From an optimization exercise on the open Yosys and OpenROAD flow, aimed at small area; shortcuts taken in it are not production practice. Function was checked by simulation only, so behaviour that the tests miss may differ from the original. Power figures rest on the tool's default switching activity, not on a simulated workload.

==> design.v <==
module esm_dwell_reporter
#(
    parameter int          AXI_DATA_WIDTH = 32,    
    parameter logic [31:0] REPORT_MAGIC   = 32'h45534D52,
    parameter logic [7:0]  MODULE_ID      = 8'h02,
    parameter logic [7:0]  MESSAGE_TYPE   = 8'h10
) (
    input  logic                      Clk,
    input  logic                      Rst,
    input  logic                      Enable,
    input  logic                      Dwell_active,
    input  logic [183:0]              Dwell_data,
    input  logic [31:0]               Dwell_sequence_num,
    input  logic [63:0]               Timestamp,
    output logic                      M_axis_valid,
    input  logic                      M_axis_ready,
    output logic [AXI_DATA_WIDTH-1:0] M_axis_data,
    output logic                      M_axis_last,
    output logic [15:0]               Dropped_count
);
    logic                active_prev_r;
    logic                captured_r;
    logic [63:0]         sh_ts_r;
    logic [31:0]         act_cnt_r;
    logic [183:0]        meta_r;
    logic [31:0]         dseq_r;
    logic                pend_valid_r;
    logic [63:0]         pend_ts_r;
    logic [31:0]         pend_cnt_r;
    logic [31:0]         rpt_seq_r;
    logic [15:0]         dropped_r;
    logic                send_r;
    logic [3:0]          word_idx_r;
    logic                last_s;
    logic                beat_acc_s;
    logic                last_acc_s;
    logic                dwell_start_s;
    logic                dwell_fall_s;
    logic                dwell_end_s;
    logic                pend_load_s;
    logic                dwell_drop_s;
    logic                meta_we_s;
    assign last_s        = word_idx_r[3] & word_idx_r[2] & word_idx_r[0];
    assign beat_acc_s    = send_r & M_axis_ready;
    assign last_acc_s    = beat_acc_s & last_s;
    assign dwell_start_s = Dwell_active & ~active_prev_r & Enable;
    assign dwell_fall_s  = ~Dwell_active & active_prev_r;
    assign dwell_end_s   = dwell_fall_s & captured_r;
    assign pend_load_s   = dwell_end_s & (~pend_valid_r | last_acc_s);
    assign dwell_drop_s  = dwell_end_s & ~pend_load_s;
    assign meta_we_s     = Dwell_active & (~pend_valid_r | (word_idx_r[3] & word_idx_r[2]));
    always_ff @(posedge Clk) begin
        active_prev_r <= Dwell_active;
        if (Rst) begin
            captured_r <= 1'b0;
        end else if (dwell_start_s) begin
            captured_r <= 1'b1;
        end else if (dwell_fall_s) begin
            captured_r <= 1'b0;
        end
    end
    always_ff @(posedge Clk) begin
        if (dwell_start_s) begin
            sh_ts_r <= Timestamp;
        end
    end
    always_ff @(posedge Clk) begin
        if (dwell_start_s) begin
            act_cnt_r <= 32'd1;
        end else if (Dwell_active && (act_cnt_r != 32'hFFFF_FFFF)) begin
            act_cnt_r <= act_cnt_r + 32'd1;
        end
    end
    always_ff @(posedge Clk) begin
        if (meta_we_s) begin
            meta_r <= Dwell_data;
            dseq_r <= Dwell_sequence_num;
        end
    end
    always_ff @(posedge Clk) begin
        if (pend_load_s) begin
            pend_ts_r  <= sh_ts_r;
            pend_cnt_r <= act_cnt_r;
        end
    end
    always_ff @(posedge Clk) begin
        if (Rst) begin
            pend_valid_r <= 1'b0;
        end else if (pend_load_s) begin
            pend_valid_r <= 1'b1;
        end else if (last_acc_s) begin
            pend_valid_r <= 1'b0;
        end
    end
    always_ff @(posedge Clk) begin
        if (Rst) begin
            rpt_seq_r <= 32'd0;
            dropped_r <= 16'd0;
        end else begin
            if (last_acc_s) begin
                rpt_seq_r <= rpt_seq_r + 32'd1;
            end
            if (dwell_drop_s && (dropped_r != 16'hFFFF)) begin
                dropped_r <= dropped_r + 16'd1;
            end
        end
    end
    always_ff @(posedge Clk) begin
        if (Rst) begin
            send_r     <= 1'b0;
            word_idx_r <= 4'd0;
        end else if (!send_r) begin
            send_r     <= pend_valid_r;
            word_idx_r <= 4'd0;
        end else if (beat_acc_s) begin
            if (last_s) begin
                send_r     <= 1'b0;
                word_idx_r <= 4'd0;
            end else begin
                word_idx_r <= word_idx_r + 4'd1;
            end
        end
    end
    always_comb begin
        case (word_idx_r)
            4'd0:    M_axis_data = REPORT_MAGIC;
            4'd1:    M_axis_data = rpt_seq_r;
            4'd2:    M_axis_data = {MODULE_ID, MESSAGE_TYPE, 16'h0000};
            4'd3:    M_axis_data = dseq_r;
            4'd4:    M_axis_data = meta_r[183:152];
            4'd5:    M_axis_data = meta_r[151:120];
            4'd6:    M_axis_data = {16'h0000, meta_r[119:104]};
            4'd7:    M_axis_data = {16'h0000, meta_r[103:88]};
            4'd8:    M_axis_data = meta_r[55:24];
            4'd9:    M_axis_data = meta_r[87:56];
            4'd10:   M_axis_data = {meta_r[23:8], 8'h00, meta_r[7:0]};
            4'd11:   M_axis_data = pend_cnt_r;
            4'd12:   M_axis_data = pend_ts_r[31:0];
            4'd13:   M_axis_data = pend_ts_r[63:32];
            4'd14:   M_axis_data = pend_ts_r[31:0];
            default: M_axis_data = pend_ts_r[63:32];
        endcase
    end
    assign M_axis_valid  = send_r;
    assign M_axis_last   = last_s;
    assign Dropped_count = dropped_r;
endmodule
==> run.sh <==
#!/bin/bash
# synth_recipe.tcl (not shown) runs the flow's synth.tcl, then flattens the netlist and writes it again
# the make line also repeats each setting of config.mk as NAME=value (left out here)
make -C /OpenROAD-flow-scripts/flow DESIGN_CONFIG=/design/flow/config.mk WORK_HOME=/design/flow/orfs CLKGATE_MAP_FILE= SYNTH_SCRIPT=/design/flow/synth_recipe.tcl finish
==> config.mk <==
export PLATFORM = sky130hd
export DESIGN_NAME = esm_dwell_reporter
export DESIGN_NICKNAME = esm_dwell_reporter
export VERILOG_FILES = /design/flow/design.v
export SDC_FILE = /design/flow/constraint.sdc
export NUM_CORES = 4
export LEC_CHECK = 0
export CAP_MARGIN = 20
export CORE_MARGIN = 2
export CORE_UTILIZATION = 40
export SLEW_MARGIN = 20
==> constraint.sdc <==
create_clock -name core_clock -period 5.0 [get_ports {Clk}]
set_input_delay 1.0000 -clock core_clock [delete_from_list [all_inputs] [get_ports {Clk}]]
set_output_delay 1.0000 -clock core_clock [all_outputs]
set_load 0.01 [all_outputs]
==> results.txt, run 1 <==
CP Buf/Inv Count=2; RSZ-0062 raised after global routing=no; H-tree depth=2; hold path depth=0; hold path start=sh_ts_r[26]; Area contributors post-synth=edfxtp_1, dfxtp_1, a22oi_1, nor2_1, a21oi_1; largest net degree at the start of global routing=108; CTS Buf Count=48; Final TNS setup=0 ns; first-pass GRT wire length=77,100 um; power per cell area=348 mW/mm^2; Synth Cell Area=0.0177 sq mm; CTS root buffer=clkbuf_16; # Max-Cap Violations=0; Fmax=209 MHz; clock-pin slew on the worst setup and hold paths=0.06 ns; Final Critical Period=4.78 ns; Seq/Total Area, Yosys=73.6%; share of cells above drive strength 1=7.76%; crit end category=output port; delay of the slowest critical-path stage=0.69 ns; Slew Limit Headroom=34.3%; Post-Layout Cell Count=2,199; Die Span Y=215 um; Syn-to-layout area delta=31.6%; drt pass-1 iters=5; vias per cell=5.47; row count=77; dominant cell type by area after synthesis=edfxtp_1; Required @ worst endpoint=4.00 ns; status=finished clean; final worst path period share=95.7%; total track usage=22.7%; Worst path slowest cell=nor3b_4; Worst EP arrival=3.78 ns; via count=12.0k; hold endpoint=pend_ts_r[26]; top-count cell post-synth=edfxtp_1; initial antenna violation count=11; ANT nets after route=0; Die Wd=215 um; setup bufs post-CTS=0; Setup Crit Path Kind=reg -> out; Worst Tran Pin Value=0.976 ns; Placement Cell Area=0.0219 sq mm; Core ar.=0.0440 sq mm; nets@finish=1,852; delay-heaviest family, CP=buffers and inverters; Max Root-Sink Buffers=3; I/O Buffers=334; # DRC=0; Critical Path Source=word_idx_r[0]; per-cell routed wire length=24.3 um; worst path cell trace=ha_1 > nor3b_4 > buf_4 > a22o_1 > a221oi_1 > a41oi_1 > clkdlybuf4s50_1; DP Cell Count=2,102; DPL Wire Length=37,000 um; Worst-Skew Late Latency=0.58 ns; grt total ovfl=0; Yosys warnings=1; clock skew=0.0214 ns; FF+latch count, synth=464; r2r setup slk=1.94 ns; min-delay worst type=reg -> reg; Synth Instances=1,208; initial drt markers=1,149; endpoints failing hold=0; design area=0.0233 sq mm; GP Congestion=0.831; CTS tree=built; Mapped Nets=1,500; number of flops mapped to enable cells by yosys=376; max-slew violation count=0; number of fillers in the final layout=3,687; DIE AREA=0.0460 sq mm; Post-synth ARST share=0%; I/O pin total=335; LEAKAGE=7.74 nW; origin of the critical flop-to-flop path=word_idx_r[3]; Commonest cells post-synth=edfxtp_1, dfxtp_1, nor2_1; Critical R2R Capture=pend_cnt_r[11]; Starting Density=40.3%; detailed-route wire length=53,400 um; share of Yosys cell area claimed by the top area cell type=63.7%; final setup vio count=0; vias in the first global route=11.9k; VDD IR-drop max=0.212 mV; synthesized area per cell=14.7 sq um; CP Launch Type=flop; TritonCTS Sinks=464; top_reg_cell synth=edfxtp_1; post-synth cell types=68; Fin Hold WS=0.415 ns; largest fanout on the critical path=12; R2R depth=6
-- layout by cell type, fill, tap and decap left out, types with 15 or more instances in the layout --
master | synthesis | routed
clkbuf_16 | 0 | 49
edfxtp_1 | 376 | 376
a31oi_1 | 15 | 15
o21ai_0 | 24 | 24
buf_4 | 0 | 27
nor2_1 | 81 | 81
a221oi_1 | 26 | 26
a22o_1 | 20 | 20
a22oi_1 | 79 | 79
clkbuf_1 | 38 | 17
nand4_1 | 37 | 37
clkdlybuf4s50_1 | 0 | 333
or3_1 | 20 | 20
nand2_1 | 69 | 69
dfxtp_1 | 88 | 88
xnor2_1 | 21 | 21
nand3_1 | 34 | 34
a21oi_1 | 53 | 51
xor2_1 | 17 | 17
inv_1 | 19 | 17
-- where the power goes --
part           total (mW)  internal [mW]  leakage (nW)  switching (mW)
clock network        3.33           1.88         0.698            1.45
logic               0.394          0.233          2.71           0.161
registers            4.41           4.34          4.33          0.0744
total                8.13           6.45          7.74            1.68
-- flip-flops by register name, summed over array words and instances (netlist names) --
signal and count:
active_prev_r 1, pend_valid_r 1, send_r 1, rpt_seq_r 32, dropped_r 16, word_idx_r 4
act_cnt_r 32, pend_ts_r 64, meta_r 184, pend_cnt_r 32, captured_r 1, dseq_r 32
sh_ts_r 64
-- what timing repair did --
action / 4_1_cts / 5_1_grt
gates resized for setup: 0 / 1
hold endpoints to repair: 0 / 0
setup endpoints to repair: 0 / 1
hold buffers: 0 / 0
-- through the flow --
step	util, %	power, mW	setup WS [ns]
2_1_floorplan	-	4.58	-0.102
3_3_place_gp	49.7	4.88	0.823
3_5_place_dp	49.7	4.88	0.784
4_1_cts	52.9	8.21	0.174
5_1_grt	53.0	8.39	0.0609
6_report	53.0	8.13	0.215
-- how the worst max path moves through the flow --
| stage | to | slack [ns] | depth (start not counted) |
|---|---|---|---|
| global route | M_axis_data[4] | 0.06 | 7 |
| finish | M_axis_data[15] | 0.22 | 7 |
| floorplan | dseq_r[0] | -0.10 | 3 |
| CTS | M_axis_data[18] | 0.17 | 8 |
| detailed placement | M_axis_data[18] | 0.78 | 8 |
| global placement | M_axis_data[18] | 0.82 | 8 |
-- cell type report --
cell class | instances | area (sq um) | area share, %
Inverter | 19 | 81.3 | 0.348
Multi-Input combinational cell | 663 | 4410 | 18.9
Timing Repair Buffer | 364 | 3600 | 15.4
Antenna cell | 10 | 25.0 | 0.107
Clock buffer | 68 | 1320 | 5.64
Tap cell | 592 | 741 | 3.17
Sequential cell | 464 | 13100 | 55.9
Clock inverter | 19 | 114 | 0.488
-- logic make-up (layout without fill, tap and decap cells) --
logic type	Yosys count	after routing	share of synthesized area, %
flops	464	464	73.6
buf+inv	81	470	1.84
mux	16	16	0.924
xor+xnor	38	38	1.88
other cells	0	10	0
simple gates	327	327	9.93
compound gates	275	275	11.3
fa+ha+maj	7	7	0.494
-- metal layers --
metal	vias to the layer above	wire length (um)	global-route usage, %
met1	5944	22400	30.9
li1	5489	-	-
met5	-	0	0
met3	81	3870	4.30
met2	508	25500	36.2
met4	0	1600	9.03
==> inputs of run 2 (changes only) <==
==> flow/run.sh (new file) <==
#!/bin/bash
# Layout flow: the standard ORFS flow, with the port buffers that global
# placement inserts made from the smallest buffer cell instead of the default.
set -euo pipefail
export BUFFER_PORTS_ARGS="-buffer_cell sky130_fd_sc_hd__buf_1"
bash standard.sh finish > orfs_make.log 2>&1
==> standard.sh (new file) <==
#!/bin/bash
# synth_recipe.tcl (not shown) runs the flow's synth.tcl, then flattens the netlist and writes it again
# the make line also repeats each setting of config.mk as NAME=value (left out here)
make -C /OpenROAD-flow-scripts/flow DESIGN_CONFIG=/design/flow/config.mk WORK_HOME=/design/flow/orfs CLKGATE_MAP_FILE= SYNTH_SCRIPT=/design/flow/synth_recipe.tcl "${@:-finish}"
--- a/config.mk
+++ b/config.mk
@@ -9,3 +9,3 @@
 export CORE_MARGIN = 2
-export CORE_UTILIZATION = 40
+export CORE_UTILIZATION = 65
 export SLEW_MARGIN = 20
removed: run.sh
==> run 2 against run 1 <==
Compared with the run above: first-iteration DRC count rose by 57%; sequential power hardly changed; still clean on timing, DRC and antenna; hold slack got worse by 0.0013 ns; largest power group unchanged.
==> results.txt, run 2 <==
DPL Wire Length=31,900 um; Yosys warnings=1; initial drt markers=1,804; # DRC=0; CTS tree=built; Max Used Layer=met4; crit end category=output port; Final Critical Period=4.56 ns; most frequent cells in the layout=edfxtp_1, buf_1, dfxtp_1; VDD IR-drop max=0.313 mV; detailed-route wire length=47,500 um; I/O Buffers=334; TritonCTS Sinks=464; Slew Limit Headroom=29.7%; hold buffers post-CTS=0; Commonest cells post-synth=edfxtp_1, dfxtp_1, nor2_1; Required @ worst endpoint=4.00 ns; ANT nets after route=0; DIE AREA=0.0286 sq mm; # Max-Cap Violations=0; Mapped Nets=1,500; CTS root buffer=clkbuf_16; Die Wd=169 um; CP Launch Type=flop; R2R depth=5; nets@finish=1,844; Synth Instances=1,208; most common cell after layout, fill and taps aside=edfxtp_1; Worst-Skew Late Latency=0.55 ns; status=finished clean; first-pass GRT wire length=68,300 um; DR WL met2=22,300 um; setup bufs post-CTS=0; Worst Tran Pin Value=1.05 ns; met1 WL=18,200 um; most flop-heavy register=meta_r; delay of the slowest critical-path stage=0.91 ns; per-cell routed wire length=24.5 um; Post-synth ARST share=0%; worst path cell trace=and3b_1 > buf_4 > a22o_1 > a221oi_1 > a41oi_1 > buf_1; Starting Density=66.0%; number of flops mapped to enable cells by yosys=376; power per cell area=385 mW/mm^2; share of cells above drive strength 1=7.30%; final setup vio count=0; Synth Cell Area=0.0177 sq mm; largest fanout on the critical path=27; drt pass-1 iters=7; final worst path period share=91.2%; Post-CTS Resized=0; largest net degree at the start of global routing=140; min-delay worst type=reg -> reg; via count=12.4k; Largest register FFs=184; Worst EP arrival=3.56 ns; met3 WL=4930 um; Worst Setup EP=M_axis_data[13]; max-slew violation count=0; GP Congestion=0.858; share of Yosys cell area claimed by the top area cell type=63.7%; endpoints failing hold=0; top-count cell post-synth=edfxtp_1; Fin Hold WS=0.414 ns; Fmax=219 MHz; clock skew=0.0231 ns; clock-pin slew on the worst setup and hold paths=0.06 ns; Worst path slowest cell=and3b_1; row count=60; Setup Crit Path Kind=reg -> out; Syn-to-layout area delta=18.0%; post-synth cell types=68; initial antenna violation count=9; Max Root-Sink Buffers=3; largest registers=meta_r: 184 flops, pend_ts_r: 64 flops, sh_ts_r: 64 flops; Core ar.=0.0269 sq mm; dominant cell type by area after synthesis=edfxtp_1; CTS Buf Count=46; final core utilization=77.9%; synthesized area per cell=14.7 sq um; r2r setup slk=1.85 ns; Die Span Y=169 um; grt total ovfl=0; H-tree depth=2; FF+latch count, synth=464; LEAKAGE=6.84 nW; RSZ-0062 raised after global routing=no; vias in the first global route=11.7k; Area contributors post-synth=edfxtp_1, dfxtp_1, a22oi_1, nor2_1, a21oi_1; Critical Path Source=word_idx_r[2]; vias per cell=6.38; I/O pin total=335; top_reg_cell synth=edfxtp_1; origin of the critical flop-to-flop path=word_idx_r[3]; Seq/Total Area, Yosys=73.6%; total track usage=32.5%; Critical R2R Capture=rpt_seq_r[25]
[run 2: cell count changes in the layout (fill, tap and decap cells not counted), moves of 3 or more]
cell	delta
buf_1	+333
buf_4	-6
bufinv_16	+3
clkbuf_16	-3
clkbuf_8	+5
clkdlybuf4s50_1	-333
clkinv_1	-7
[run 2: kinds of logic after synthesis]
family          count (synthesis)  synth area share, %
simple gates                  327                 9.93
flops                         464                 73.6
mux                            16                0.924
xor+xnor                       38                 1.88
buf+inv                        81                 1.84
fa+ha+maj                       7                0.494
compound gates                275                 11.3
[run 2: worst min-delay path by stage]
stage	start	end	slack (ns)	depth (start not counted)
2_1_floorplan	sh_ts_r[0]	pend_ts_r[0]	0.40	0
3_3_place_gp	sh_ts_r[20]	pend_ts_r[20]	0.40	0
3_5_place_dp	sh_ts_r[19]	pend_ts_r[19]	0.40	0
4_1_cts	sh_ts_r[26]	pend_ts_r[26]	0.42	0
5_1_grt	sh_ts_r[26]	pend_ts_r[26]	0.42	0
6_report	sh_ts_r[47]	pend_ts_r[47]	0.41	0
[run 2: worst max-delay path: cells and delay by family, from the launching register on]
| family | cells | cell delay, ns |
|---|---|---|
| buf+inv | 2 | 0.59 |
| simple gates | 1 | 0.91 |
| compound gates | 3 | 0.62 |
| flops | 1 | 0.90 |
[run 2: per-stage QoR]
| step | instance area (sq um) | std cells | TNS (ns) | setup slack [ns] | power (mW) |
|---|---|---|---|---|---|
| floorplan | 17800 | 1208 | -21.97 | -0.102 | 4.58 |
| global placement | 19400 | 1845 | 0 | 1.22 | 4.72 |
| detailed placement | 19400 | 1845 | 0 | 1.16 | 4.73 |
| CTS | 20900 | 1929 | 0 | 0.562 | 8.06 |
| global route | 20900 | 1937 | 0 | 0.446 | 8.26 |
| finish | 20900 | 1937 | 0 | 0.442 | 8.06 |
[run 2: layout make-up]
type / count / area, sq um
flip-flops and latches: 464 / 13100
fillers: 1646 / 5940
multi-input cells: 663 / 4400
repair buffers: 358 / 1470
clock buffers: 72 / 1320
well taps: 341 / 427
clock inverters: 12 / 166
inverters: 19 / 80.1
diodes: 8 / 20.0
[run 2: layer usage]
metal,vias to the layer above,track usage (%)
met5,-,0
li1,5466,-
met1,5987,46.3
met2,795,50.1
met3,115,5.67
met4,0,14.5
[run 2: where the power goes]
part	internal (mW)	total (mW)	switching (mW)
sequential	4.34	4.42	0.0768
clock	2.01	3.40	1.39
combinational	0.0852	0.243	0.158
==> inputs of run 3 (changes only) <==
--- a/design.v
+++ b/design.v
@@ -69,3 +69,3 @@
             act_cnt_r <= 32'd1;
-        end else if (Dwell_active && (act_cnt_r != 32'hFFFF_FFFF)) begin
+        end else begin
             act_cnt_r <= act_cnt_r + 32'd1;
==> flow/run.sh (replaced) <==
#!/bin/bash
# Layout flow: the standard ORFS flow with three changes that only affect
# how the layout is built (not the design, constraints or what is measured):
#   1. After the standard synthesis, the combinational logic between the
#      registers is re-mapped by ABC for area (registers, their names and cell
#      types are left exactly as the standard synthesis made them).
#   2. Port buffers are made from the smallest buffer cell.
#   3. The clock tree uses smaller clock buffers and no dummy loads.
# Each tool's output goes to a log file of its own in this folder.
set -euo pipefail
export BUFFER_PORTS_ARGS="-buffer_cell sky130_fd_sc_hd__buf_1"
if [[ -f flow/cts_args ]]; then
  export CTS_ARGS="$(cat flow/cts_args)"
fi
R=orfs/results/${FLOW_PLATFORM}/esm_dwell_reporter/base
LIB=${FLOW_HOME}/platforms/${FLOW_PLATFORM}/lib/sky130_fd_sc_hd__tt_025C_1v80.lib

bash standard.sh synth > make_synth.log 2>&1

cp $R/1_2_yosys.v $R/1_2_yosys_std.v
DU=$(sed -n '/DONT_USE_CELLS += /,/^$/p' ${FLOW_HOME}/platforms/${FLOW_PLATFORM}/config.mk | tr -d '\\' | tr ' ' '\n' | grep sky130 | sed 's/^/-dont_use /' | tr '\n' ' ')
cat > reopt.ys <<EOY
read_liberty -ignore_miss_func $LIB
read_verilog $R/1_2_yosys_std.v
hierarchy -top ${FLOW_TOP}
blackbox sky130_fd_sc_hd__*df* sky130_fd_sc_hd__*dl* sky130_fd_sc_hd__conb_*
select -assert-none ${FLOW_TOP}/t:sky130_fd_sc_hd__*dl*
tee -o reopt_regs_before.txt select -list ${FLOW_TOP}/t:sky130_fd_sc_hd__dfxtp_1 ${FLOW_TOP}/t:sky130_fd_sc_hd__edfxtp_1
flatten
blackbox sky130_fd_sc_hd__*
opt -purge
abc -liberty $LIB $DU -script $(pwd)/flow/abc.script
read_liberty -lib -overwrite -ignore_miss_func $LIB
opt_clean -purge
hilomap -singleton -hicell sky130_fd_sc_hd__conb_1 HI -locell sky130_fd_sc_hd__conb_1 LO
insbuf -buf sky130_fd_sc_hd__buf_1 A X
splitnets
opt_clean -purge
tee -o reopt_regs_after.txt select -list ${FLOW_TOP}/t:sky130_fd_sc_hd__dfxtp_1 ${FLOW_TOP}/t:sky130_fd_sc_hd__edfxtp_1
tee -o reopt_regs_after_all.txt select -list ${FLOW_TOP}/t:sky130_fd_sc_hd__*df*
tee -o reopt_stat.txt stat -liberty $LIB
check -assert -mapped
write_verilog -noattr -nohex -nodec $R/1_2_yosys.v
EOY
yosys -s reopt.ys > yosys_reopt.log 2>&1
# the registers must be the standard synthesis's: same names, same cell types
for t in dfxtp_1 edfxtp_1; do
  grep -c "sky130_fd_sc_hd__$t " $R/1_2_yosys_std.v > reopt_n_std_$t.txt || true
  grep -c "sky130_fd_sc_hd__$t " $R/1_2_yosys.v > reopt_n_new_$t.txt || true
  cmp reopt_n_std_$t.txt reopt_n_new_$t.txt
done
cmp <(sort reopt_regs_before.txt) <(sort reopt_regs_after.txt)
cmp <(sort reopt_regs_before.txt) <(sort reopt_regs_after_all.txt)
[[ $(grep -c "sky130_fd_sc_hd__[a-z]*df[a-z]*_[0-9] " $R/1_2_yosys_std.v) == $(wc -l < reopt_regs_before.txt) ]]
rm -f $R/1_synth.odb

bash standard.sh finish > make_finish.log 2>&1
==> flow/abc.script (new file) <==
strash
&get -n
&fraig -x
&put
dc2
strash
&get -n
&dch -f
&nf -R 1000
&put
==> flow/cts_args (new file) <==
-sink_clustering_enable -repair_clock_nets -dont_use_dummy_load -buf_list sky130_fd_sc_hd__clkbuf_8
==> run 3 against run 2 <==
Compared with the run above: sequential power hardly changed; critical path depth is 3 higher; synthesized cell count is 5.1% lower; die area is 4.7% lower; routed wire length is 2.6% lower; cell area is 5.8% lower; combinational power is 12% lower; fmax is 3.2% higher; clock power is 26% lower; critical endpoint is now M_axis_data[18]; largest power group unchanged; highest routed layer unchanged.
==> results.txt, run 3 <==
Required @ worst endpoint=4.00 ns; max-slew violation count=0; nets@finish=1,827; Clk pwr share=35.4%; Critical Path Source=word_idx_r[1]; H-tree depth=3; crit end category=output port; Post-CTS Resized=0; power per cell area=362 mW/mm^2; largest registers=meta_r: 184 flops, pend_ts_r: 64 flops, sh_ts_r: 64 flops; Die Span Y=165 um; Core ar.=0.0253 sq mm; Largest register FFs=184; I/O Buffers=334; Slew Limit Headroom=26.3%; Setup Crit Path Kind=reg -> out; min-delay worst type=reg -> reg; final core utilization=77.9%; # DRC=0; vias per cell=6.38; GP Congestion=0.871; largest fanout on the critical path=18; ANT nets after route=0; Worst Tran Pin Value=1.10 ns; row count=58; endpoints failing hold=0; clock-pin slew on the worst setup and hold paths=0.06 ns; Worst EP arrival=3.42 ns; initial antenna violation count=1; most used cell, CP=buf_4; Mapped Nets=1,431; Starting Density=66.6%; Psw=1.45 mW; final setup vio count=0; most frequent cells in the layout=edfxtp_1, buf_1, a21oi_1; drt pass-1 iters=5; Yosys warnings=1; Synth Cell Area=0.0169 sq mm; most flop-heavy register=meta_r; worst path cell trace=clkinv_1 > buf_4 > nor2_2 > buf_4 > a21oi_1 > nand2_1 > o311ai_0 > nand4_1 > buf_1; vias in the first global route=11.6k; initial drt markers=1,635; share of cells above drive strength 1=7.86%; Max Root-Sink Buffers=3; Worst-Skew Late Latency=0.58 ns; CTS root buffer=clkbuf_8; DPL Wire Length=30,800 um; largest net degree at the start of global routing=122; DIE AREA=0.0273 sq mm; Syn-to-layout area delta=16.9%; final worst path period share=88.3%; Placement Cell Area=0.0187 sq mm; LEAKAGE=6.52 nW; RSZ-0062 raised after global routing=no; most common cell after layout, fill and taps aside=edfxtp_1; total track usage=33.9%; TritonCTS Sinks=464; Fmax=226 MHz; delay of the slowest critical-path stage=0.73 ns; I/O pin total=335; hold buffers post-CTS=0; per-cell routed wire length=24.7 um; Die Wd=165 um; detailed-route wire length=46,300 um; Sw Share=20.3%; hold path start=sh_ts_r[3]; setup bufs post-CTS=0; CTS tree=built; clock skew=0.0457 ns; Synth Instances=1,146; Worst path slowest cell=dfxtp_1; VDD IR-drop max=0.332 mV; origin of the critical flop-to-flop path=word_idx_r[0]; CP Launch Type=flop; synthesized area per cell=14.7 sq um; Pint=5.69 mW; # Max-Cap Violations=0; status=finished clean; CTS Buf Count=72; grt total ovfl=0; sequential power share=61.6%; Final Critical Period=4.42 ns; via count=11.9k; first-pass GRT wire length=66,600 um; design area=0.0197 sq mm; combinational share of power=3.0%
-- run 3: path summary, 6_finish.rpt --
path	depth (start not counted)	slack (ns)	end
worst max register to register	14	0.97	rpt_seq_r[31]
worst min register to register	0	0.40	pend_ts_r[3]
worst max-delay path	9	0.58	M_axis_data[18]
worst min-delay path	0	0.40	pend_ts_r[3]
-- run 3: per-layer routing --
metal  wire length, um  up-vias  track usage, %
met3              5340      133            7.27
met5                 0        -               0
met2             21600      787            54.0
met4              1930        0            14.7
met1             17400     5723            45.9
li1                  -     5288               -
-- run 3: final cells by class --
class	instances	area, sq um
Sequential cell	464	13100
Fill cell	1587	5600
Multi-Input combinational cell	625	3670
Timing Repair Buffer	370	1560
Clock buffer	72	991
Tap cell	330	413
Inverter	9	35.0
Antenna cell	1	2.50
-- run 3: stage by stage --
step | worst slack [ns] | std cells | setup TNS (ns) | hold slack [ns] | total power [mW]
floorplan | -0.0145 | 1146 | -3.13 | 0.398 | 4.54
global placement | 0.516 | 1798 | 0 | 0.402 | 4.67
detailed placement | 0.417 | 1798 | 0 | 0.405 | 4.68
CTS | 0.640 | 1870 | 0 | 0.401 | 7.16
global route | 0.506 | 1870 | 0 | 0.413 | 7.33
finish | 0.584 | 1871 | 0 | 0.397 | 7.14
-- run 3: critical path, delay by kind of cell (launching register included) --
kind | cells | cell delay [ns]
simple gates | 3 | 0.68
flops | 1 | 0.73
compound gates | 2 | 0.41
buf+inv | 4 | 1.04
-- run 3: power groups by stage --
stage / sequential [mW] / combinational, mW / clock (mW)
floorplan: 4.47 / 0.0770 / 0
global placement: 4.47 / 0.206 / 0
detailed placement: 4.47 / 0.211 / 0
CTS: 4.39 / 0.213 / 2.55
global route: 4.41 / 0.234 / 2.69
finish: 4.40 / 0.215 / 2.53
==> inputs of run 4 (changes only) <==
==> flow/abc.script (replaced) <==
strash
&get -n
&fraig -x
&put
dc2
strash
&get -n
&dch -f
&nf -R 1000 -p -F 6 -A 4 -C 32
&put
strash
&get -n
&dch -f
&nf -R 1000 -p -F 6 -A 4 -C 32
&put
==> flow/cts_args (replaced) <==
-sink_clustering_enable -repair_clock_nets -dont_use_dummy_load -buf_list sky130_fd_sc_hd__clkbuf_8 -sink_clustering_size 16 -sink_clustering_max_diameter 100
==> run 4 against run 3 <==
Compared with the run above: non-clock buffer count grew 2; worst setup slack lost 0.069 ns; global-route usage shrank 0.76 points; register-to-register slack lost 0.25 ns; fmax shrank 1.5%; critical path type unchanged.
==> results.txt, run 4 <==
status=finished clean; largest fanout on the critical path=18; Post-CTS Resized=0; RSZ-0062 raised after global routing=no; DPL Wire Length=30,700 um; Worst Tran Pin Value=1.08 ns; share of cells above drive strength 1=5.78%; CP Launch Type=flop; Worst-Skew Late Latency=0.57 ns; min-delay worst type=reg -> reg; VDD IR-drop max=0.256 mV; Syn-to-layout area delta=13.9%; Worst path slowest cell=dfxtp_2; largest registers=meta_r: 184 flops, pend_ts_r: 64 flops, sh_ts_r: 64 flops; nets@finish=1,740; Fmax=223 MHz; per-cell routed wire length=25.2 um; Largest register FFs=184; via count=11.5k; Starting Density=66.3%; Worst EP arrival=3.49 ns; Critical R2R Capture=rpt_seq_r[20]; crit end category=output port; hold endpoint=pend_ts_r[6]; synthesized area per cell=15.3 sq um; clock-pin slew on the worst setup and hold paths=0.09 ns; delay of the slowest critical-path stage=0.59 ns; most common cell after layout, fill and taps aside=edfxtp_1; setup bufs post-CTS=0; CTS tree=built; detailed-route wire length=44,900 um; Die Wd=164 um; hold path depth=0; GP Congestion=0.850; largest net degree at the start of global routing=125; CTS Buf Count=34; grt total ovfl=0; final setup vio count=0; Mapped Nets=1,380; r2r setup slk=0.72 ns; clock skew=0.0249 ns; Final Critical Period=4.49 ns; # Max-Cap Violations=0; ANT nets after route=0; Core ar.=0.0253 sq mm; most frequent cells in the layout=edfxtp_1, buf_1, a21oi_1; power per cell area=332 mW/mm^2; LEAKAGE=6.20 nW; row count=58; TritonCTS Sinks=464; worst path cell trace=buf_4 > or2_0 > nor2_2 > a222oi_1 > o21ai_0 > a211o_1 > buf_1; initial antenna violation count=3; vias per cell=6.43; Max Root-Sink Buffers=3; most flop-heavy register=meta_r; origin of the critical flop-to-flop path=word_idx_r[2]; R2R depth=14; DIE AREA=0.0270 sq mm; I/O pin total=335; final worst path period share=89.7%; Yosys warnings=1; Die Span Y=164 um; Tot Pwr=6.33 mW; initial drt markers=1,680; endpoints failing hold=0; CTS root buffer=clkbuf_8; first-pass GRT wire length=65,000 um; Slew Limit Headroom=27.9%; Synth Cell Area=0.0167 sq mm; Required @ worst endpoint=4.00 ns; Synth Instances=1,095; total track usage=33.2%; # DRC=0; I/O Buffers=334; Final TNS setup=0 ns; hold path start=sh_ts_r[6]; max-slew violation count=0; hold buffers post-CTS=0; Setup Crit Path Kind=reg -> out; H-tree depth=2; drt pass-1 iters=6; vias in the first global route=11.0k
run 4: critical path, delay by kind of cell (launching register included):
family / cells / cell delay (ns)
compound gates: 3 / 1.03
buf+inv: 2 / 0.38
flops: 1 / 0.59
simple gates: 2 / 0.93
run 4: power breakdown:
group / internal [mW] / switching (mW) / total (mW)
Sequential: 4.33 / 0.0586 / 4.39
Clock: 0.616 / 1.10 / 1.72
Combinational: 0.0819 / 0.138 / 0.220
Total: 5.03 / 1.30 / 6.33
run 4: layout make-up:
| type | instances | area (sq um) |
|---|---|---|
| sequential | 464 | 13100 |
| fill | 1638 | 6190 |
| multi-input combinational | 574 | 3520 |
| timing repair buffer | 372 | 1570 |
| clock buffer | 34 | 468 |
| tap | 330 | 413 |
| inverter | 9 | 35.0 |
| antenna | 2 | 5.00 |
run 4: through the flow:
stage	worst slack, ns	utilization, %	hold slack (ns)	std cells	cell area (sq um)
after global placement	0.441	73.6	0.401	1749	18600
after floorplan	-0.0146	-	0.398	1095	16800
final	0.514	75.5	0.414	1785	19100
after global routing	0.327	75.5	0.422	1783	19100
after CTS	0.601	75.5	0.418	1783	19100
after detailed placement	0.237	73.6	0.405	1749	18600
run 4: worst max path at each step:
stage	slack [ns]	endpoint	start
floorplan	-0.01	dseq_r[0]	Dwell_active
global placement	0.44	rpt_seq_r[31]	M_axis_ready
detailed placement	0.24	rpt_seq_r[31]	M_axis_ready
CTS	0.60	M_axis_data[23]	word_idx_r[2]
global route	0.33	rpt_seq_r[31]	M_axis_ready
finish	0.51	M_axis_data[23]	word_idx_r[2]
run 4: per-layer routing:
layer	vias up	wire length, um	global-route usage (%)
met5	-	0	0
met4	0	1350	10.9
met3	98	5420	6.40
met2	809	21100	53.2
met1	5497	17100	46.7
li1	5075	-	-
==> inputs of run 5 (changes only) <==
==> flow/abc.script (replaced) <==
strash
&get -n
&fraig -x
&put
dc2
strash
&get -n
&dch -f
&nf -R 1000
&put
==> run 5 against run 4 <==
Compared with the run above: clock-buffer cell count is the same; largest power group unchanged; global-route usage up 0.068 points; worst setup slack improved by 0.11 ns; critical endpoint is now M_axis_data[18]; largest cell class unchanged.
==> results.txt, run 5 <==
Final Critical Period=4.37 ns; clock-pin slew on the worst setup and hold paths=0.11 ns; ANT nets after route=0; Die Span Y=165 um; Slew Limit Headroom=27.2%; row count=58; most common cell after layout, fill and taps aside=edfxtp_1; clock skew=0.0301 ns; Synth Instances=1,146; Starting Density=66.6%; vias in the first global route=11.4k; nets@finish=1,789; share of cells above drive strength 1=5.53%; crit end category=output port; Max Root-Sink Buffers=3; LEAKAGE=6.24 nW; DR WL met2=21,500 um; I/O Buffers=334; Critical R2R Capture=rpt_seq_r[31]; CP Launch Type=flop; hold endpoint=pend_ts_r[19]; Required @ worst endpoint=4.00 ns; final setup vio count=0; final worst path period share=87.5%; vias per cell=6.40; Post-Place Setup Slack=0.417 ns; Worst Tran Pin Value=1.09 ns; hold path start=sh_ts_r[19]; most used cell, CP=buf_4; origin of the critical flop-to-flop path=word_idx_r[0]; Die Wd=165 um; Core ar.=0.0253 sq mm; initial drt markers=1,721; met1 WL=17,200 um; DIE AREA=0.0273 sq mm; synthesized area per cell=14.7 sq um; power per cell area=329 mW/mm^2; CTS root buffer=clkbuf_8; Post-CTS Resized=0; CTS tree=built; Max Used Layer=met4; largest net degree at the start of global routing=122; number of fillers in the final layout=1,648; Worst path slowest cell=dfxtp_1; total track usage=33.2%; most flop-heavy register=meta_r; largest registers=meta_r: 184 flops, pend_ts_r: 64 flops, sh_ts_r: 64 flops; hold buffers post-CTS=0; Syn-to-layout area delta=13.8%; Worst EP arrival=3.37 ns; Synth Cell Area=0.0169 sq mm; endpoints failing hold=0; Largest register FFs=184; TritonCTS Sinks=464; max-slew violation count=0; via count=11.7k; VDD IR-drop max=0.269 mV; Final TNS setup=0 ns; hold path depth=0; r2r setup slk=0.96 ns; CTS Buf Count=34; PnR worst setup slack=0.627 ns; status=finished clean; I/O pin total=335; grt total ovfl=0; RSZ-0062 raised after global routing=no; met3 WL=5260 um; Mapped Nets=1,431; worst path cell trace=clkinv_1 > buf_4 > nor2_2 > buf_4 > a21oi_1 > nand2_1 > o311ai_0 > nand4_1 > buf_1; first-pass GRT wire length=65,500 um; Fmax=229 MHz; # Max-Cap Violations=0; design area=0.0192 sq mm; H-tree depth=2; most frequent cells in the layout=edfxtp_1, buf_1, a21oi_1; GP Congestion=0.871; Setup Crit Path Kind=reg -> out; largest fanout on the critical path=18; min-delay worst type=reg -> reg; R2R depth=14; detailed-route wire length=45,500 um; DPL Wire Length=30,800 um; setup bufs post-CTS=0; # DRC=0; Worst-Skew Late Latency=0.56 ns; Tot Pwr=6.31 mW; Placement Cell Area=0.0187 sq mm; delay of the slowest critical-path stage=0.72 ns; drt pass-1 iters=6; per-cell routed wire length=24.8 um; initial antenna violation count=2; Yosys warnings=1
==> run 5: cell count changes in the layout (fill, tap and decap cells not counted), moves of 6 or more <==
cell      before  now
nor2b_1        8    2
o21a_1        12    5
o21ai_0       43   53
a22oi_1       26   46
a221oi_1      19   32
a22o_1         6   12
nand2_1       45   57
nor2_1        63   80
nor3_1        48   55
a222oi_1      46    4
a32oi_1        2    8
==> run 5: critical path, delay by kind of cell (launching register included) <==
family | cells | cell delay, ns
compound gates | 2 | 0.42
simple gates | 3 | 0.64
buf+inv | 4 | 1.02
flops | 1 | 0.72
==> run 5: worst max path at each step <==
stage / startpoint / end / slack [ns] / cells after the start
after floorplan: Dwell_active / dseq_r[0] / -0.01 / 1
after global placement: M_axis_ready / rpt_seq_r[31] / 0.52 / 15
after detailed placement: M_axis_ready / rpt_seq_r[31] / 0.42 / 15
after CTS: word_idx_r[1] / M_axis_data[17] / 0.61 / 10
after global routing: word_idx_r[1] / M_axis_data[17] / 0.49 / 10
final: word_idx_r[1] / M_axis_data[18] / 0.63 / 9
==> run 5: power breakdown <==
part / total [mW] / internal, mW / switching (mW)
logic: 0.214 / 0.0798 / 0.134
registers: 4.39 / 4.33 / 0.0533
clock network: 1.71 / 0.616 / 1.09
==> run 5: layout make-up <==
cell class	count	area, sq um	area share [%]
Sequential cell	464	13100	68.0
Timing Repair Buffer	370	1560	8.14
Inverter	9	35.0	0.182
Multi-Input combinational cell	625	3670	19.1
Antenna cell	2	5.00	0.0261
Tap cell	330	413	2.15
Clock buffer	34	468	2.44
==> run 5: stage by stage <==
| step | hold WS [ns] | cells | utilization (%) |
|---|---|---|---|
| detailed placement | 0.405 | 1798 | 74.0 |
| global route | 0.433 | 1832 | 75.8 |
| CTS | 0.422 | 1832 | 75.8 |
| floorplan | 0.398 | 1146 | - |
| finish | 0.417 | 1834 | 75.8 |
| global placement | 0.402 | 1798 | 74.0 |
==> run 5: metal layers <==
metal | track usage [%] | vias to the layer above
met5 | 0 | -
met4 | 13.1 | 0
met3 | 6.27 | 106
met2 | 53.3 | 779
met1 | 45.9 | 5648
li1 | - | 5206
==> inputs of run 6 (changes only) <==
==> flow/abc.script (replaced) <==
strash
&get -n
&fraig -x
&put
dc2
strash
&get -n
&dch -f
&nf -R 1000 -p -F 6 -A 4 -C 32
&put
strash
&get -n
&dch -f
&nf -R 1000 -p -F 6 -A 4 -C 32
&put
--- a/config.mk
+++ b/config.mk
@@ -7,5 +7,5 @@
 export LEC_CHECK = 0
-export CAP_MARGIN = 20
+export CAP_MARGIN = 10
 export CORE_MARGIN = 2
 export CORE_UTILIZATION = 65
-export SLEW_MARGIN = 20
+export SLEW_MARGIN = 10
==> run 6 against run 5 <==
Compared with the run above: still clean; final cell count shrank 2.7%; sequential share of layout area grew 0.53 points; area after synthesis shrank 0.85%; non-clock buffer count grew 2; clock skew shrank 0.0052 ns; cell area shrank 0.77%; critical path depth shrank 2; synthesized cell count shrank 4.5%; clock power is essentially flat; die area shrank 0.82%; critical path type unchanged; largest cell class unchanged.
==> results.txt, run 6 <==
worst path cell trace=buf_4 > or2_0 > nor2_2 > a222oi_1 > o21ai_0 > a211o_1 > buf_1; H-tree depth=2; origin of the critical flop-to-flop path=word_idx_r[2]; # DRC=0; Yosys warnings=1; Die Wd=164 um; largest net degree at the start of global routing=125; Max Root-Sink Buffers=3; Die Span Y=164 um; Mapped Nets=1,380; Worst path slowest cell=dfxtp_2; vias in the first global route=11.0k; largest registers=meta_r: 184 flops, pend_ts_r: 64 flops, sh_ts_r: 64 flops; design area=0.0191 sq mm; Required @ worst endpoint=4.00 ns; CTS tree=built; Critical R2R Capture=rpt_seq_r[20]; first-pass GRT wire length=65,000 um; crit end category=output port; number of fillers in the final layout=1,638; Worst-Skew Late Latency=0.57 ns; DIE AREA=0.0270 sq mm; most flop-heavy register=meta_r; initial antenna violation count=3; Crit path depth=7; ANT nets after route=0; Final TNS setup=0 ns; largest fanout on the critical path=18; RSZ-0062 raised after global routing=no; clock-pin slew on the worst setup and hold paths=0.09 ns; VDD IR-drop max=0.256 mV; Setup Crit Path Kind=reg -> out; final setup vio count=0; Fin Hold WS=0.414 ns; Worst Tran Pin Value=1.08 ns; hold buffers post-CTS=0; Post-CTS Resized=0; Largest register FFs=184; Final Critical Period=4.49 ns; Worst EP arrival=3.49 ns; I/O pin total=335; grt total ovfl=0; Starting Density=66.3%; vias per cell=6.43; via count=11.5k; Post-Layout Cell Count=1,785; most common cell after layout, fill and taps aside=edfxtp_1; Synth Cell Area=0.0167 sq mm; DPL Wire Length=30,700 um; delay of the slowest critical-path stage=0.59 ns; per-cell routed wire length=25.2 um; final core utilization=75.5%; min-delay worst type=reg -> reg; synthesized area per cell=15.3 sq um; Synth Instances=1,095; setup bufs post-CTS=0; most frequent cells in the layout=edfxtp_1, buf_1, a21oi_1; drt pass-1 iters=6; TritonCTS Sinks=464; CP Buf/Inv Count=2; R2R depth=14; I/O Buffers=334; row count=58; Syn-to-layout area delta=13.9%; r2r setup slk=0.72 ns; nets@finish=1,740; # Max-Cap Violations=0; clock skew=0.0249 ns; Worst Setup EP=M_axis_data[23]; Tot Pwr=6.33 mW; Critical Path Source=word_idx_r[2]; LEAKAGE=6.20 nW; Post-Place Setup Slack=0.237 ns; Core ar.=0.0253 sq mm; DP Cell Count=1,749; CP Launch Type=flop; CTS Buf Count=34; total track usage=33.2%; GP Congestion=0.850; Slew Limit Headroom=27.9%; final worst path period share=89.7%; status=finished clean; PnR worst setup slack=0.514 ns; Placement Cell Area=0.0186 sq mm; Fmax=223 MHz; power per cell area=332 mW/mm^2; initial drt markers=1,680; max-slew violation count=0; CTS root buffer=clkbuf_8; delay-heaviest family, CP=compound AO/OA/AOI/OAI gates; share of cells above drive strength 1=5.78%; detailed-route wire length=44,900 um; endpoints failing hold=0
[run 6: cell count changes in the layout (fill, tap and decap cells not counted), sizes merged, moves of 10 or more]
| cell | before | now |
|---|---|---|
| nand2 | 57 | 45 |
| a222oi | 4 | 46 |
| nor2 | 87 | 68 |
| a22oi | 46 | 26 |
| o21ai | 53 | 43 |
| a221oi | 32 | 19 |
[run 6: where the power goes]
part	total (mW)	switching, mW	internal [mW]
logic	0.220	0.138	0.0819
registers	4.39	0.0586	4.33
clock network	1.72	1.10	0.616
[run 6: how the worst min path moves through the flow]
stage	start	depth (start not counted)	to	slack, ns
after floorplan	act_cnt_r[0]	1	act_cnt_r[0]	0.40
after global placement	sh_ts_r[40]	0	pend_ts_r[40]	0.40
after detailed placement	sh_ts_r[13]	0	pend_ts_r[13]	0.40
after CTS	sh_ts_r[6]	0	pend_ts_r[6]	0.42
after global routing	sh_ts_r[14]	0	pend_ts_r[14]	0.42
final	sh_ts_r[6]	0	pend_ts_r[6]	0.41
[run 6: area by class of cell]
class / instances / area (sq um) / area share (%)
multi-input combinational: 574 / 3520 / 18.4
clock buffer: 34 / 468 / 2.46
antenna: 2 / 5.00 / 0.0263
timing repair buffer: 372 / 1570 / 8.21
inverter: 9 / 35.0 / 0.184
sequential: 464 / 13100 / 68.5
tap: 330 / 413 / 2.17
[run 6: per-layer routing]
layer | wire length, um | global-route usage, % | vias up | share of wire [%]
met4 | 1350 | 10.9 | 0 | 3.0
li1 | - | - | 5075 | -
met5 | 0 | 0 | - | 0
met1 | 17100 | 46.7 | 5497 | 38
met3 | 5420 | 6.40 | 98 | 12
met2 | 21100 | 53.2 | 809 | 47
==> inputs of run 7 (changes only) <==
--- a/config.mk
+++ b/config.mk
@@ -7,5 +7,5 @@
 export LEC_CHECK = 0
-export CAP_MARGIN = 10
+export CAP_MARGIN = 20
 export CORE_MARGIN = 2
-export CORE_UTILIZATION = 65
-export SLEW_MARGIN = 10
+export CORE_UTILIZATION = 75
+export SLEW_MARGIN = 20
==> run 7 against run 6 <==
Compared with the run above: core utilization up 11 points; total power down 0.20%; flip-flop and latch count unchanged; first-iteration DRC count up 21%; global-route usage up 5.1 points; critical path depth unchanged; fmax down 4.9%; clock-buffer cell count unchanged; worst setup slack worse by 0.23 ns; via count up 3.4%; critical path type unchanged; largest power group unchanged.
==> results.txt, run 7 <==
status=finished clean; Final Critical Period=4.72 ns; Yosys warnings=1; drt pass-1 iters=10; Post-Place Setup Slack=0.251 ns; final worst path period share=94.3%; power per cell area=334 mW/mm^2; Setup Crit Path Kind=reg -> out; Tot Pwr=6.31 mW; initial antenna violation count=1; CTS Buf Count=34; r2r setup slk=0.81 ns; grt total ovfl=0; setup bufs post-CTS=0; origin of the critical flop-to-flop path=word_idx_r[2]; clock-pin slew on the worst setup and hold paths=0.10 ns; # Max-Cap Violations=0; Die Span Y=153 um; Max Root-Sink Buffers=3; VDD IR-drop max=0.305 mV; hold buffers post-CTS=0; worst path cell trace=clkinv_1 > nand2_1 > nor2_2 > a222oi_1 > o21ai_0 > a211o_1 > buf_1; CTS tree=built; GP Congestion=0.906; I/O Buffers=334; crit end category=output port; DPL Wire Length=31,800 um; Worst EP arrival=3.72 ns; per-cell routed wire length=26.3 um; delay of the slowest critical-path stage=0.83 ns; number of fillers in the final layout=1,022; PnR worst setup slack=0.284 ns; Worst Setup EP=M_axis_data[23]; Worst-Skew Late Latency=0.55 ns; Critical Path Source=word_idx_r[1]; Synth Cell Area=0.0167 sq mm; Largest register FFs=184; vias in the first global route=11.6k; CTS root buffer=clkbuf_8; Die Wd=153 um; Starting Density=76.4%; R2R depth=14; most flop-heavy register=meta_r; I/O pin total=335; Worst path slowest cell=dfxtp_1; Slew Limit Headroom=22.8%; nets@finish=1,729; Mapped Nets=1,380; Post-CTS Resized=0; Fmax=212 MHz; Core ar.=0.0219 sq mm; endpoints failing hold=0; TritonCTS Sinks=464; DIE AREA=0.0235 sq mm; most common cell after layout, fill and taps aside=edfxtp_1; Worst Tran Pin Value=1.16 ns; final setup vio count=0; total track usage=38.3%; share of cells above drive strength 1=4.99%; clock skew=0.0157 ns; H-tree depth=2; max-slew violation count=0; Critical R2R Capture=rpt_seq_r[20]; most frequent cells in the layout=edfxtp_1, buf_1, a21oi_1; CP Launch Type=flop; design area=0.0189 sq mm; ANT nets after route=0; via count=11.9k; Required @ worst endpoint=4.00 ns; largest registers=meta_r: 184 flops, pend_ts_r: 64 flops, sh_ts_r: 64 flops; min-delay worst type=reg -> reg; detailed-route wire length=45,400 um; Syn-to-layout area delta=12.9%; largest fanout on the critical path=16; first-pass GRT wire length=66,700 um; initial drt markers=2,029; hold path start=sh_ts_r[57]; vias per cell=6.89; row count=54; largest net degree at the start of global routing=162; # DRC=0; LEAKAGE=6.14 nW; Placement Cell Area=0.0184 sq mm; RSZ-0062 raised after global routing=no; synthesized area per cell=15.3 sq um; Synth Instances=1,095
==> run 7: worst min path at each step <==
stage                         end  depth (start not counted)  slack [ns]
floorplan            act_cnt_r[0]                          1        0.40
global placement    pend_ts_r[36]                          0        0.40
detailed placement  pend_ts_r[21]                          0        0.40
CTS                 pend_ts_r[51]                          0        0.42
global route        pend_ts_r[32]                          0        0.43
finish              pend_ts_r[57]                          0        0.42
==> run 7: layout make-up <==
type | count | area (sq um) | share of cell area (%)
inverter | 9 | 35.0 | 0.185
tap | 280 | 350 | 1.85
antenna | 1 | 2.50 | 0.0132
timing repair buffer | 361 | 1470 | 7.78
sequential | 464 | 13100 | 69.1
clock buffer | 34 | 468 | 2.48
multi-input combinational | 574 | 3510 | 18.6
==> run 7: worst max-delay path: cells and delay by family, from the launching register on <==
family	cells	cell delay (ns)
AND/OR/NAND/NOR	2	0.90
AO/OA/AOI/OAI	3	1.06
buffers and inverters	2	0.35
flip-flops	1	0.83
==> run 7: metal layers <==
layer | wire (um) | GRT usage [%] | vias up | part of all wire (%)
met1 | 15100 | 51.7 | 5509 | 33
met2 | 21400 | 60.9 | 1125 | 47
met3 | 6660 | 8.70 | 185 | 15
met5 | 0 | 0 | - | 0
li1 | - | - | 5046 | -
met4 | 2240 | 17.3 | 0 | 4.9
==> run 7: metrics by stage <==
step | TNS (ns) | utilization [%] | hold slack (ns) | instances
4_1_cts | 0 | 86.3 | 0.420 | 1722
3_5_place_dp | 0 | 84.2 | 0.405 | 1688
6_report | 0 | 86.3 | 0.420 | 1723
5_1_grt | 0 | 86.3 | 0.427 | 1722
3_3_place_gp | 0 | 84.2 | 0.402 | 1688
2_1_floorplan | -3.15 | - | 0.398 | 1095
==> run 7: power breakdown <==
part,internal (mW),switching (mW)
Sequential,4.33,0.0627
Clock,0.615,1.08
Combinational,0.0809,0.136
==> inputs of run 8 (changes only) <==
--- a/design.v
+++ b/design.v
@@ -32,3 +32,3 @@
     logic                send_r;
-    logic [3:0]          word_idx_r;
+    logic [13:0]         word_oh_r;     
     logic                last_s;
@@ -42,3 +42,3 @@
     logic                meta_we_s;
-    assign last_s        = word_idx_r[3] & word_idx_r[2] & word_idx_r[0];
+    assign last_s        = word_oh_r[13];
     assign beat_acc_s    = send_r & M_axis_ready;
@@ -50,3 +50,3 @@
     assign dwell_drop_s  = dwell_end_s & ~pend_load_s;
-    assign meta_we_s     = Dwell_active & (~pend_valid_r | (word_idx_r[3] & word_idx_r[2]));
+    assign meta_we_s     = Dwell_active & (~pend_valid_r | (word_oh_r[12] | word_oh_r[13]));
     always_ff @(posedge Clk) begin
@@ -109,13 +109,13 @@
         if (Rst) begin
-            send_r     <= 1'b0;
-            word_idx_r <= 4'd0;
+            send_r    <= 1'b0;
+            word_oh_r <= 14'd1;
         end else if (!send_r) begin
-            send_r     <= pend_valid_r;
-            word_idx_r <= 4'd0;
+            send_r    <= pend_valid_r;
+            word_oh_r <= 14'd1;
         end else if (beat_acc_s) begin
             if (last_s) begin
-                send_r     <= 1'b0;
-                word_idx_r <= 4'd0;
+                send_r    <= 1'b0;
+                word_oh_r <= 14'd1;
             end else begin
-                word_idx_r <= word_idx_r + 4'd1;
+                word_oh_r <= {word_oh_r[12:0], 1'b0};
             end
@@ -123,22 +123,16 @@
     end
-    always_comb begin
-        case (word_idx_r)
-            4'd0:    M_axis_data = REPORT_MAGIC;
-            4'd1:    M_axis_data = rpt_seq_r;
-            4'd2:    M_axis_data = {MODULE_ID, MESSAGE_TYPE, 16'h0000};
-            4'd3:    M_axis_data = dseq_r;
-            4'd4:    M_axis_data = meta_r[183:152];
-            4'd5:    M_axis_data = meta_r[151:120];
-            4'd6:    M_axis_data = {16'h0000, meta_r[119:104]};
-            4'd7:    M_axis_data = {16'h0000, meta_r[103:88]};
-            4'd8:    M_axis_data = meta_r[55:24];
-            4'd9:    M_axis_data = meta_r[87:56];
-            4'd10:   M_axis_data = {meta_r[23:8], 8'h00, meta_r[7:0]};
-            4'd11:   M_axis_data = pend_cnt_r;
-            4'd12:   M_axis_data = pend_ts_r[31:0];
-            4'd13:   M_axis_data = pend_ts_r[63:32];
-            4'd14:   M_axis_data = pend_ts_r[31:0];
-            default: M_axis_data = pend_ts_r[63:32];
-        endcase
-    end
+    assign M_axis_data = ({32{word_oh_r[0]}}  & REPORT_MAGIC)
+                       | ({32{word_oh_r[1]}}  & rpt_seq_r)
+                       | ({32{word_oh_r[2]}}  & {MODULE_ID, MESSAGE_TYPE, 16'h0000})
+                       | ({32{word_oh_r[3]}}  & dseq_r)
+                       | ({32{word_oh_r[4]}}  & meta_r[183:152])
+                       | ({32{word_oh_r[5]}}  & meta_r[151:120])
+                       | ({32{word_oh_r[6]}}  & {16'h0000, meta_r[119:104]})
+                       | ({32{word_oh_r[7]}}  & {16'h0000, meta_r[103:88]})
+                       | ({32{word_oh_r[8]}}  & meta_r[55:24])
+                       | ({32{word_oh_r[9]}}  & meta_r[87:56])
+                       | ({32{word_oh_r[10]}} & {meta_r[23:8], 8'h00, meta_r[7:0]})
+                       | ({32{word_oh_r[11]}} & pend_cnt_r)
+                       | ({32{word_oh_r[12]}} & pend_ts_r[31:0])
+                       | ({32{word_oh_r[13]}} & pend_ts_r[63:32]);
     assign M_axis_valid  = send_r;
--- a/flow/abc.script
+++ b/flow/abc.script
@@ -15 +15,6 @@
 &put
+strash
+&get -n
+&dch -f
+&nf -R 1000 -p -F 6 -A 4 -C 32
+&put
==> run 8 against run 7 <==
Compared with the run above: clock power is essentially flat; cell area down 2.2%; non-clock buffer count fell by 17; sequential power grew 2%; hold slack got worse by 0.023 ns; fmax increased by 9.6%; largest power group unchanged.
==> results.txt, run 8 <==
met1 WL=14,300 um; CTS Buf Count=35; detailed-route wire length=39,500 um; synthesized area per cell=16.5 sq um; I/O pin total=335; total track usage=33.2%; LEAKAGE=5.90 nW; Syn-to-layout area delta=12.5%; max-slew violation count=0; status=finished clean; vias in the first global route=10.5k; Ant. Diodes=0; crit end category=flop; power per cell area=346 mW/mm^2; clock-pin slew on the worst setup and hold paths=0.10 ns; hold path start=sh_ts_r[3]; grt total ovfl=0; final worst path period share=86.0%; Max Root-Sink Buffers=3; Largest register FFs=184; H-tree depth=2; row count=54; CP Launch Type=input port; Required @ worst endpoint=5.44 ns; DPL Wire Length=24,800 um; Post-CTS Resized=0; final core utilization=85.2%; TritonCTS Sinks=474; Fmax=232 MHz; Die Span Y=152 um; endpoints failing hold=0; CTS tree=built; Worst Tran Pin Value=1.06 ns; ANT nets after route=0; # DRC=0; Final Critical Period=4.30 ns; nets@finish=1,615; met3 WL=5160 um; Synth Cell Area=0.0164 sq mm; I/O Buffers=334; setup bufs post-CTS=0; per-cell routed wire length=24.6 um; Core ar.=0.0217 sq mm; PnR worst setup slack=0.699 ns; DR WL met2=19,000 um; largest registers=meta_r: 184 flops, pend_ts_r: 64 flops, sh_ts_r: 64 flops; most frequent cells in the layout=edfxtp_1, buf_1, dfxtp_1; multi-input logic area=0.00301 sq mm; first-pass GRT wire length=58,000 um; Setup Crit Path Kind=in -> reg; Critical Path Source=M_axis_ready; # Max-Cap Violations=0; Post-Place Setup Slack=0.233 ns; VDD IR-drop max=0.330 mV; min-delay worst type=reg -> reg; clock skew=0.0344 ns; initial antenna violation count=0; Synth Instances=997; share of cells above drive strength 1=4.37%; largest fanout on the critical path=7; Worst EP arrival=4.74 ns; via count=10.8k; RSZ-0062 raised after global routing=no; most common cell after layout, fill and taps aside=edfxtp_1; Tot Pwr=6.39 mW; Fin Hold WS=0.396 ns; Slew Limit Headroom=29.6%; number of fillers in the final layout=1,052; most flop-heavy register=meta_r; CTS root buffer=clkbuf_8; largest net degree at the start of global routing=110; Starting Density=75.8%; DIE AREA=0.0231 sq mm; Worst-Skew Late Latency=0.56 ns; hold buffers post-CTS=0; FF+latch area=0.0133 sq mm; GP Congestion=0.830; vias per cell=6.73; Max Used Layer=met4; drt pass-1 iters=6; Die Wd=152 um; origin of the critical flop-to-flop path=send_r; Mapped Nets=1,282; Yosys warnings=1; final setup vio count=0; initial drt markers=1,710
-- run 8: path summary, 6_finish.rpt --
kind | slack [ns] | depth (start not counted) | end
worst max-delay path | 0.70 | 14 | rpt_seq_r[28]
worst min-delay path | 0.40 | 0 | pend_ts_r[3]
worst max register to register | 0.90 | 13 | rpt_seq_r[28]
worst min register to register | 0.40 | 0 | pend_ts_r[3]
-- run 8: cell type report --
type | count | area share (%)
Tap cell | 280 | 1.90
Multi-Input combinational cell | 473 | 16.3
Inverter | 2 | 0.0677
Clock buffer | 35 | 2.61
Timing Repair Buffer | 344 | 7.33
Sequential cell | 474 | 71.8
-- run 8: routing by layer --
layer / up-vias / GRT usage (%)
met5: - / 0
met4: 0 / 12.8
met3: 83 / 6.76
met2: 843 / 51.9
met1: 5170 / 47.5
li1: 4726 / -
-- run 8: where the power goes --
group	switching, mW	internal [mW]	total, mW
logic	0.117	0.0700	0.187
registers	0.0568	4.41	4.47
clock network	1.10	0.633	1.73
-- run 8: stage by stage --
stage	std cells	setup TNS, ns	area [sq um]
detailed placement	1573	0	18000
CTS	1608	0	18500
global route	1608	0	18500
finish	1608	0	18500
global placement	1573	0	18000
floorplan	997	-3.07	16400
-- run 8: worst max-delay path: stages --
cell	delay [ns]
buf_1	0.12
and2_0	0.20
and3_1	0.25
and3_1	0.25
and3_1	0.26
and3_1	0.27
and3_1	0.31
and4_1	0.33
and4_1	0.31
and3_1	0.30
and2_0	0.35
nor2b_1	0.41
a21oi_1	0.14
a311oi_1	0.25
==> inputs of run 9 (changes only) <==
--- a/design.v
+++ b/design.v
@@ -109,14 +109,14 @@
         if (Rst) begin
-            send_r    <= 1'b0;
-            word_oh_r <= 14'd1;
+            send_r <= 1'b0;
         end else if (!send_r) begin
-            send_r    <= pend_valid_r;
+            send_r <= pend_valid_r;
+        end else if (last_acc_s) begin
+            send_r <= 1'b0;
+        end
+    end
+    always_ff @(posedge Clk) begin
+        if (!send_r) begin
             word_oh_r <= 14'd1;
         end else if (beat_acc_s) begin
-            if (last_s) begin
-                send_r    <= 1'b0;
-                word_oh_r <= 14'd1;
-            end else begin
-                word_oh_r <= {word_oh_r[12:0], 1'b0};
-            end
+            word_oh_r <= {word_oh_r[12:0], 1'b0};
         end
==> run 9 against run 8 <==
Compared with the run above: hold slack worse by 0.0057 ns; clock power about the same; first-iteration DRC count down 4.9%; total power up 1.0%; clock-buffer cell count unchanged; cell area about the same; flip-flop and latch count unchanged; core utilization up 1.9 points; synthesized cell count down 2.4%; die area down 0.66%; area after synthesis down 0.68%; combinational power up 19%.
==> results.txt, run 9 <==
vias in the first global route=10.7k; Yosys warnings=1; DPL Wire Length=25,200 um; total track usage=35.2%; Required @ worst endpoint=5.40 ns; Post-Layout Cell Count=1,590; endpoints failing hold=0; drt pass-1 iters=6; most common cell after layout, fill and taps aside=edfxtp_1; Setup Crit Path Kind=reg -> reg; nets@finish=1,602; most used cell, CP=and3_1; crit end category=flop; Die Span Y=152 um; Worst Tran Pin Value=1.12 ns; Die Wd=152 um; # Max-Cap Violations=0; Core ar.=0.0212 sq mm; initial drt markers=1,627; TritonCTS Sinks=474; final core utilization=87.0%; detailed-route wire length=40,700 um; row count=53; Syn-to-layout area delta=13.2%; final setup vio count=0; Starting Density=76.9%; DIE AREA=0.0230 sq mm; Final Critical Period=4.72 ns; power per cell area=349 mW/mm^2; status=finished clean; VDD IR-drop max=0.298 mV; via count=10.7k; Slew Limit Headroom=25.3%; Max Root-Sink Buffers=3; largest fanout on the critical path=6; CP Launch Type=flop; CTS tree=built; clock skew=0.0582 ns; worst path cell trace=and3_2 > and3_2 > and3_1 > and3_1 > and2_2 > nor2b_4 > and2_2 > and3_1 > and2_1 > and3_1 > and2_1 > and3_1 > and2_1 > and3_1 > and2_0 > and3_2 > and3_1 > xnor2_1 > nor2_1; Mapped Nets=1,258; GP Congestion=0.842; CTS root buffer=clkbuf_8; first-pass GRT wire length=58,900 um; Worst EP arrival=5.12 ns; max-slew violation count=0; Worst-Skew Late Latency=0.58 ns; PnR worst setup slack=0.278 ns; CTS Buf Count=35; clock-pin slew on the worst setup and hold paths=0.10 ns; setup bufs post-CTS=0; # DRC=0; ANT nets after route=0; DP Cell Count=1,555; min-delay worst type=reg -> reg; Largest register FFs=184; Fmax=212 MHz; H-tree depth=2; hold buffers post-CTS=0; I/O Buffers=334; most flop-heavy register=meta_r; I/O pin total=335; per-cell routed wire length=25.6 um; Synth Instances=973; largest net degree at the start of global routing=81; grt total ovfl=0; r2r setup slk=0.28 ns; Ant. Diodes=0; vias per cell=6.75; largest registers=meta_r: 184 flops, pend_ts_r: 64 flops, sh_ts_r: 64 flops; LEAKAGE=5.99 nW; final worst path period share=94.4%; Post-Place Setup Slack=-0.0374 ns; synthesized area per cell=16.8 sq um; share of cells above drive strength 1=5.93%; most frequent cells in the layout=edfxtp_1, buf_1, dfxtp_1; initial antenna violation count=0; Worst path slowest cell=dfxtp_1; delay of the slowest critical-path stage=0.41 ns; Synth Cell Area=0.0163 sq mm
==> run 9: worst paths after layout <==
check                  end  cells after the start         start
min          pend_ts_r[14]                      0   sh_ts_r[14]
min reg2reg  pend_ts_r[14]                      0   sh_ts_r[14]
max reg2reg  act_cnt_r[31]                     19  act_cnt_r[0]
max          act_cnt_r[31]                     19  act_cnt_r[0]
==> run 9: cell type report <==
class | count | area [sq um]
Sequential cell | 474 | 13300
Clock buffer | 35 | 482
Timing Repair Buffer | 355 | 1450
Fill cell | 968 | 2750
Tap cell | 275 | 344
Multi-Input combinational cell | 446 | 2910
Inverter | 5 | 20.0
==> run 9: timing repair <==
item                                    CTS  global route
pin swaps                                 0             0
endpoints found under the setup margin    2             4
gates resized for setup                   3             9
==> run 9: metrics by stage <==
step                      instance area (sq um)  power, mW  TNS (ns)  hold slack [ns]
after floorplan                           16300       4.64         0            0.399
after global placement                    18000       4.76         0            0.400
after detailed placement                  18000       4.78   -0.0383            0.405
after CTS                                 18500       6.43         0            0.396
after global routing                      18500       6.60   -0.0146            0.412
final                                     18500       6.45         0            0.391
==> run 9: worst max-delay path: cells and delay by family (launching register included) <==
family	cells	cell delay (ns)
xor+xnor	1	0.12
flops	1	0.41
simple gates	18	4.03
==> run 9: per-layer routing <==
metal / GRT usage, % / vias to the layer above / wire length, um
met5: 0 / - / 0
met4: 11.5 / 0 / 916
met3: 8.56 / 83 / 5380
met2: 59.7 / 876 / 20700
met1: 45.8 / 5124 / 13700
li1: - / 4656 / -
==> run 9: power breakdown <==
group	internal (mW)	total (mW)	switching, mW	leakage (nW)
registers	4.41	4.48	0.0663	4.34
clock network	0.633	1.75	1.12	0.252
logic	0.0844	0.222	0.138	1.40

[afterwards: timing with drivers on the ports]
In the flow no input, the clock included, has a driving cell. The finished layouts below were timed again as built, in two steps.
Step 1 (the two cells are an assumption about what drives the block):
set clk [get_ports {Clk}]
set_driving_cell -lib_cell sky130_fd_sc_hd__clkbuf_16 $clk
set_driving_cell -lib_cell sky130_fd_sc_hd__buf_2 [delete_from_list [all_inputs] $clk]
Step 2 moves the port delays by t, midway between the first and last clock arrival at a register: inputs arrive t later, outputs are due t later. That takes back most of the time a late clock gives input paths.
Slacks: ideal ports / drivers / drivers and shift; pairs: ideal ports / drivers.
| run | t, ns | setup slack, ns | worst setup path at the end | slew at the worst register clock pin (ns) |
|---|---|---|---|---|
| run 1 | 0.623 | 0.215 / 0.161 / 0.784 | register to output | 0.06 / 0.06 |
| run 2 | 0.589 | 0.442 / 0.392 / 0.981 | register to output | 0.06 / 0.06 |
| run 3 | 0.603 | 0.584 / 0.536 / 0.277 | input to register | 0.06 / 0.06 |
| run 4 | 0.597 | 0.514 / 0.470 / 0.116 | input to register | 0.10 / 0.10 |
| run 5 | 0.592 | 0.627 / 0.582 / 0.275 | input to register | 0.11 / 0.11 |
| run 6 | 0.597 | 0.514 / 0.470 / 0.116 | input to register | 0.10 / 0.10 |
| run 7 | 0.590 | 0.284 / 0.242 / 0.137 | input to register | 0.10 / 0.10 |
| run 8 | 0.589 | 0.699 / 0.688 / 0.099 | input to register | 0.10 / 0.10 |
| run 9 | 0.599 | 0.278 / 0.278 / -0.148 | input to register | 0.10 / 0.10 |
Met with ideal ports but missed after step 2: setup timing in run 9. For run 8, which loses most, drivers alone change the setup slack by -0.011 ns; drivers and shift together by -0.600 ns.
